What follows belongs to an exercise in optimizing a design on an open flow for small area, a short achievable clock period and few clock cycles per item; a production flow would make more cautious choices.
No activity file was given, so power comes from the tool's default toggle rates.

==> try-onyx: inputs <==
==> flow/design.v (excerpt) <==
module tpu_top
(
        input  logic clk,
        input  logic rst_n,
        input  logic in_valid,
        input  logic [31:0] a,
        input  logic [31:0] b,
        input  logic out_ready,
        output logic in_ready,
        output logic [31:0] out,
        output logic out_valid,
        output logic done
);
clock: 5.0 ns
lec_check: 0
cap_margin: 20
core_margin: 2
core_utilization: 55
place_density: 0.7
setup_slack_margin: 1.4
slew_margin: 20
synth_hierarchical: 1
standard.sh (not shown) runs the stock make flow with config.mk's settings and CLKGATE_MAP_FILE= SYNTH_SCRIPT=/design/flow/synth_recipe.tcl, a recipe that flattens the netlist after the stock synthesis.
==> flow/flow/run.sh <==
#!/bin/bash
# The standard layout with two changes:
# - the port buffers that buffer_ports inserts are sky130_fd_sc_hd__buf_4 instead of the
#   library's default pick, so the input ports can drive their fanout; every port still
#   gets its own buffer;
# - synthesis is the standard flow's own script (synth_recipe.tcl) except that Yosys's synth skips its
#   generic ABC pass (-noabc), so the full and half adders written in the RTL reach
#   extract_fa as written instead of re-expressed with inverters. Everything else (the
#   -nofsm -noshare synth, flattening, renaming, flip-flop mapping and the final ABC
#   mapping) is unchanged, so the registers are the standard synthesis's.
set -euo pipefail
sed '1s/.*/proc synth {args} { yosys synth -nofsm -noshare -noabc {*}$args }/' \
        synth_recipe.tcl > noabc_synth.tcl
sed "s#SYNTH_SCRIPT=[^ ]*#SYNTH_SCRIPT=$PWD/noabc_synth.tcl#" standard.sh > standard_noabc.sh
export BUFFER_PORTS_ARGS="-buffer_cell sky130_fd_sc_hd__buf_4"
bash standard_noabc.sh > standard.log 2>&1
==> try-tundra (differences from try-onyx) <==
--- a/flow/design.v
+++ b/flow/design.v
@@ -7,17 +7,16 @@
 module tpu_pe
 (
         input  logic [7:0] a_in,
         input  logic [7:0] b_in,
         input  logic [7:0] acc_in,
         output logic [7:0] sum
 );
-        logic pp1, pp2, pp3, pp4, pp5, pp6, pp7, pp8, pp9, pp10, pp11, pp12, pp13, pp14, pp15, pp16, pp17, pp18, pp19, pp20, pp21, pp22, pp23, pp24, pp25, pp26, pp27, pp28, pp29, pp30, pp31, pp32, pp33, pp34, pp35, pp36, s37, c38, s39, c40, s41, c42, s43, c44, s45, c46, s47, c48, s49, c50, s51, c52, s53, c54, s55, c56, s57, c58, s59, c60, s61, c62, s63, c64, s65, c66, s67, c68, s69, c70, s71, c72, s73, c74, s75, c76, s77, c78, s79, c80, s81, c82, s83, c84, s85, c86, x87, x88, x89, x90, x91, x92, x93, x94, x95, x96, x97, x98, x99, x100;
+        logic pp1, pp2, pp3, pp4, pp5, pp6, pp7, pp8, pp9, pp10, pp11, pp12, pp13, pp14, pp15, pp16, pp17, pp18, pp19, pp20, pp21, pp22, pp23, pp24, pp25, pp26, pp27, pp28, pp29, pp30, pp31, pp32, pp33, pp34, pp35, pp36, s37, c38, s39, c40, s41, c42, s43, c44, s45, c46, s47, c48, s49, c50, s51, c52, s53, c54, s55, c56, s57, c58, s59, c60, s61, c62, s63, c64, s65, c66, s67, c68, s69, c70, s71, c72, s73, c74, s75, c76, s77, c78, s79, c80, s81, c82, s83, c84, s85, c86, x87, x88, x89, x90, x91, x92, x93, x94, x95, x96, x97, x98, x99;
         logic [7:4] row0, row1;
-        logic top, c7;
         assign pp1 = ~a_in[0] | ~b_in[0];
         assign pp2 = ~a_in[0] | ~b_in[1];
         assign pp3 = ~a_in[0] | ~b_in[2];
         assign pp4 = ~a_in[0] | ~b_in[3];
         assign pp5 = ~a_in[0] | ~b_in[4];
         assign pp6 = ~a_in[0] | ~b_in[5];
         assign pp7 = ~a_in[0] | ~b_in[6];
@@ -54,91 +53,82 @@
         assign c38 = pp1 & acc_in[0];
         assign s39 = pp2 ^ pp9 ^ acc_in[1];
         assign c40 = (pp2 & pp9) | (pp2 & acc_in[1]) | (pp9 & acc_in[1]);
         assign s41 = c38 ^ s39;
         assign c42 = c38 & s39;
         assign s43 = pp10 ^ pp16 ^ pp3;
         assign c44 = (pp10 & pp16) | (pp10 & pp3) | (pp16 & pp3);
-        assign s45 = acc_in[2] ^ c40 ^ s43;
-        assign c46 = (acc_in[2] & c40) | (acc_in[2] & s43) | (c40 & s43);
+        assign s45 = acc_in[2] ^ s43 ^ c40;
+        assign c46 = (acc_in[2] & s43) | (acc_in[2] & c40) | (s43 & c40);
         assign s47 = c42 ^ s45;
         assign c48 = c42 & s45;
         assign s49 = pp11 ^ pp17 ^ pp22;
         assign c50 = (pp11 & pp17) | (pp11 & pp22) | (pp17 & pp22);
         assign s51 = pp4 ^ acc_in[3] ^ c44;
         assign c52 = (pp4 & acc_in[3]) | (pp4 & c44) | (acc_in[3] & c44);
-        assign s53 = s49 ^ c46 ^ s51;
-        assign c54 = (s49 & c46) | (s49 & s51) | (c46 & s51);
+        assign s53 = s49 ^ s51 ^ c46;
+        assign c54 = (s49 & s51) | (s49 & c46) | (s51 & c46);
         assign s55 = c48 ^ s53;
         assign c56 = c48 & s53;
         assign s57 = pp12 ^ pp18 ^ pp23;
         assign c58 = (pp12 & pp18) | (pp12 & pp23) | (pp18 & pp23);
         assign s59 = pp27 ^ pp5 ^ acc_in[4];
         assign c60 = (pp27 & pp5) | (pp27 & acc_in[4]) | (pp5 & acc_in[4]);
-        assign s61 = c50 ^ s57 ^ s59;
-        assign c62 = (c50 & s57) | (c50 & s59) | (s57 & s59);
-        assign s63 = c52 ^ s61 ^ c54;
-        assign c64 = (c52 & s61) | (c52 & c54) | (s61 & c54);
+        assign s61 = c50 ^ s57 ^ c52;
+        assign c62 = (c50 & s57) | (c50 & c52) | (s57 & c52);
+        assign s63 = s59 ^ s61 ^ c54;
+        assign c64 = (s59 & s61) | (s59 & c54) | (s61 & c54);
         assign s65 = pp13 ^ pp19 ^ pp24;
         assign c66 = (pp13 & pp19) | (pp13 & pp24) | (pp19 & pp24);
         assign s67 = pp28 ^ pp31 ^ pp6;
         assign c68 = (pp28 & pp31) | (pp28 & pp6) | (pp31 & pp6);
-        assign s69 = acc_in[5] ^ c58 ^ c60;
-        assign c70 = (acc_in[5] & c58) | (acc_in[5] & c60) | (c58 & c60);
-        assign s71 = s65 ^ s67 ^ c62;
-        assign c72 = (s65 & s67) | (s65 & c62) | (s67 & c62);
-        assign s73 = s69 ^ s71;
-        assign c74 = s69 & s71;
+        assign s69 = acc_in[5] ^ c58 ^ s65;
+        assign c70 = (acc_in[5] & c58) | (acc_in[5] & s65) | (c58 & s65);
+        assign s71 = s67 ^ c60 ^ s69;
+        assign c72 = (s67 & c60) | (s67 & s69) | (c60 & s69);
+        assign s73 = c62 ^ s71;
+        assign c74 = c62 & s71;
         assign s75 = pp14 ^ pp20 ^ pp25;
         assign c76 = (pp14 & pp20) | (pp14 & pp25) | (pp20 & pp25);
         assign s77 = pp29 ^ pp32 ^ pp34;
         assign c78 = (pp29 & pp32) | (pp29 & pp34) | (pp32 & pp34);
         assign s79 = pp7 ^ acc_in[6] ^ c66;
         assign c80 = (pp7 & acc_in[6]) | (pp7 & c66) | (acc_in[6] & c66);
         assign s81 = c68 ^ s75 ^ s77;
         assign c82 = (c68 & s75) | (c68 & s77) | (s75 & s77);
         assign s83 = c70 ^ s79 ^ s81;
         assign c84 = (c70 & s79) | (c70 & s81) | (s79 & s81);
         assign s85 = c72 ^ s83;
         assign c86 = c72 & s83;
-        tpu_x u_x87 (.a(pp15), .b(pp21), .y(x87));
-        tpu_x u_x88 (.a(pp26), .b(pp30), .y(x88));
-        tpu_x u_x89 (.a(pp33), .b(pp35), .y(x89));
-        tpu_x u_x90 (.a(pp36), .b(pp8), .y(x90));
-        tpu_x u_x91 (.a(acc_in[7]), .b(x87), .y(x91));
-        tpu_x u_x92 (.a(x88), .b(x89), .y(x92));
-        tpu_x u_x93 (.a(x90), .b(c76), .y(x93));
-        tpu_x u_x94 (.a(c78), .b(x91), .y(x94));
-        tpu_x u_x95 (.a(x92), .b(x93), .y(x95));
-        tpu_x u_x96 (.a(x94), .b(c80), .y(x96));
-        tpu_x u_x97 (.a(x95), .b(c82), .y(x97));
-        tpu_x u_x98 (.a(x96), .b(x97), .y(x98));
-        tpu_x u_x99 (.a(x98), .b(c84), .y(x99));
-        tpu_x u_x100 (.a(x99), .b(c86), .y(x100));
+        assign x87 = pp15 ^ pp21;
+        assign x88 = pp26 ^ pp30;
+        assign x89 = pp33 ^ pp35;
+        assign x90 = pp36 ^ pp8;
+        assign x91 = x87 ^ x88;
+        assign x92 = x89 ^ x90;
+        assign x93 = acc_in[7] ^ c76;
+        assign x94 = c78 ^ x91;
+        assign x95 = x92 ^ x93;
+        assign x96 = x94 ^ c80;
+        assign x97 = x95 ^ c82;
+        assign x98 = x96 ^ x97;
+        assign x99 = x98 ^ c84;
         assign sum[0] = s37;
         assign sum[1] = s41;
         assign sum[2] = s47;
         assign sum[3] = s55;
         assign row0[4] = c56;
         assign row1[4] = s63;
         assign row0[5] = s73;
         assign row1[5] = c64;
         assign row0[6] = c74;
         assign row1[6] = s85;
-        assign top = x100;
-        assign {c7, sum[6:4]} = {1'b0, row0[6:4]} + {1'b0, row1[6:4]};
-        tpu_x u_top (.a(top), .b(c7), .y(sum[7]));
-endmodule
-module tpu_x
-(
-        input  logic a,
-        input  logic b,
-        output logic y
-);
-        assign y = a ^ b;
+        assign row0[7] = x99;
+        assign row1[7] = c86;
+        assign sum[7:4] = row0[7:4] + row1[7:4];
 endmodule
 `timescale 1ns/10ps
 module tpu_top
 (
         input  logic clk,
         input  logic rst_n,
         input  logic in_valid,
@@ -149,20 +139,20 @@
         output logic [31:0] out,
         output logic out_valid,
         output logic done
 );
         localparam int N = 4;
         localparam int W = 8;
         logic [1:0]     kin;             
-        logic           first;           
         logic [N-1:0]   orow;            
         logic [N*W-1:0] obuf [1:N-1];    
         logic [N*W-1:0] acc0;            
         logic [N*W-1:0] c_row [1:N-1];   
-        logic last, ob_free, xfer, in_fire, out_fire;
+        logic first, last, ob_free, xfer, in_fire, out_fire;
+        assign first    = (kin == 2'd0);
         assign last     = (kin == 2'd3);
         assign ob_free  = !out_valid || (orow[N-1] && out_ready);
         assign in_ready = first ? (!orow[0] || out_ready) :
                           last  ? ob_free : 1'b1;
         assign in_fire  = in_valid && in_ready;
         assign xfer     = in_fire && last;
         assign out_valid = |orow;
@@ -172,22 +162,20 @@
                 for (int r = 1; r < N; r++) begin
                         out = out | (~obuf[r] & {(N*W){orow[r]}});
                 end
         end
         always_ff @(posedge clk or negedge rst_n) begin
                 if (!rst_n) begin
                         kin  <= 2'd0;
-                        first <= 1'b1;
                         orow <= '0;
                         done <= 1'b0;
                 end else begin
                         done <= out_fire && orow[N-1];
                         if (in_fire) begin
-                                kin   <= kin + 2'd1;
-                                first <= last;
+                                kin <= kin + 2'd1;
                         end
                         if (xfer) begin
                                 orow <= 4'b0001;
                         end else if (out_fire) begin
                                 orow <= {orow[N-2:0], 1'b0};
                         end
                 end
==> flow/config.mk (replaced) <==
export PLATFORM = sky130hd
export DESIGN_NAME = tpu_top
export DESIGN_NICKNAME = tpu_top
export VERILOG_FILES = /design/flow/design.v
export SDC_FILE = /design/flow/constraint.sdc
export NUM_CORES = 4
export LEC_CHECK = 0
export CAP_MARGIN = 20
export CORE_MARGIN = 2
export CORE_UTILIZATION = 40
export PLACE_DENSITY = 0.6
export SETUP_SLACK_MARGIN = 1.0
export SLEW_MARGIN = 20
==> qor summary <==
quantity	try-tundra	try-onyx
Share of cell area taken by flip-flops and latches	0.2627	0.2672
Post-synthesis average cell area	11.47 sq um	11.33 sq um
Library cell contributing the largest single delay on the critical path	sky130_fd_sc_hd__fa_2	sky130_fd_sc_hd__dfstp_4
Weighted congestion at the end of routability-driven global placement	0.8150	0.8176
Clock group share of total power	0.096	0.094
First-pass GRT wire length	98.26 mm	94.39 mm
Met1 Use GR	0.3170	0.4124
Power after layout	23230 uW	21440 uW
Outcome	finished clean	finished clean
Critical Path Stages	14	10
Post-Place Worst Slack	0.3693 ns	0.6803 ns
Worst reg-to-reg path cell count	14	10
Parity-gate share of the synthesized area counting xor and xnor cells	0.1096	0.1019
Number of clock sinks	231	232
Function was not checked in any run of this note: the RTL went through the layout flow alone.

[what the ideal ports hide]
Ports are ideal in the flow. The routed layouts listed here were re-timed in OpenROAD. Step 1 (the two cells are an assumption about what drives the block):
set clk [get_ports {clk}]
set_driving_cell -lib_cell sky130_fd_sc_hd__clkbuf_16 $clk
set_driving_cell -lib_cell sky130_fd_sc_hd__buf_2 [delete_from_list [all_inputs] $clk]
Step 2 times the ports against the registers' clock, not the clock port: input delays grow and output delays shrink by t, the midpoint of the rising clock arrivals with the driver on. Three values: ideal, step 1, step 2; two values: the first two.
run	t (ns)	setup slack, ns	worst setup path after step 2
try-onyx	0.610	1.357 / 1.357 / 0.786	input to register
try-tundra	0.619	1.053 / 1.053 / 0.457	input to register
After both steps setup and hold are still met in every run listed. The setup slack of try-tundra, which loses most, moves by 0.000 ns with the drivers and by -0.596 ns with both steps.
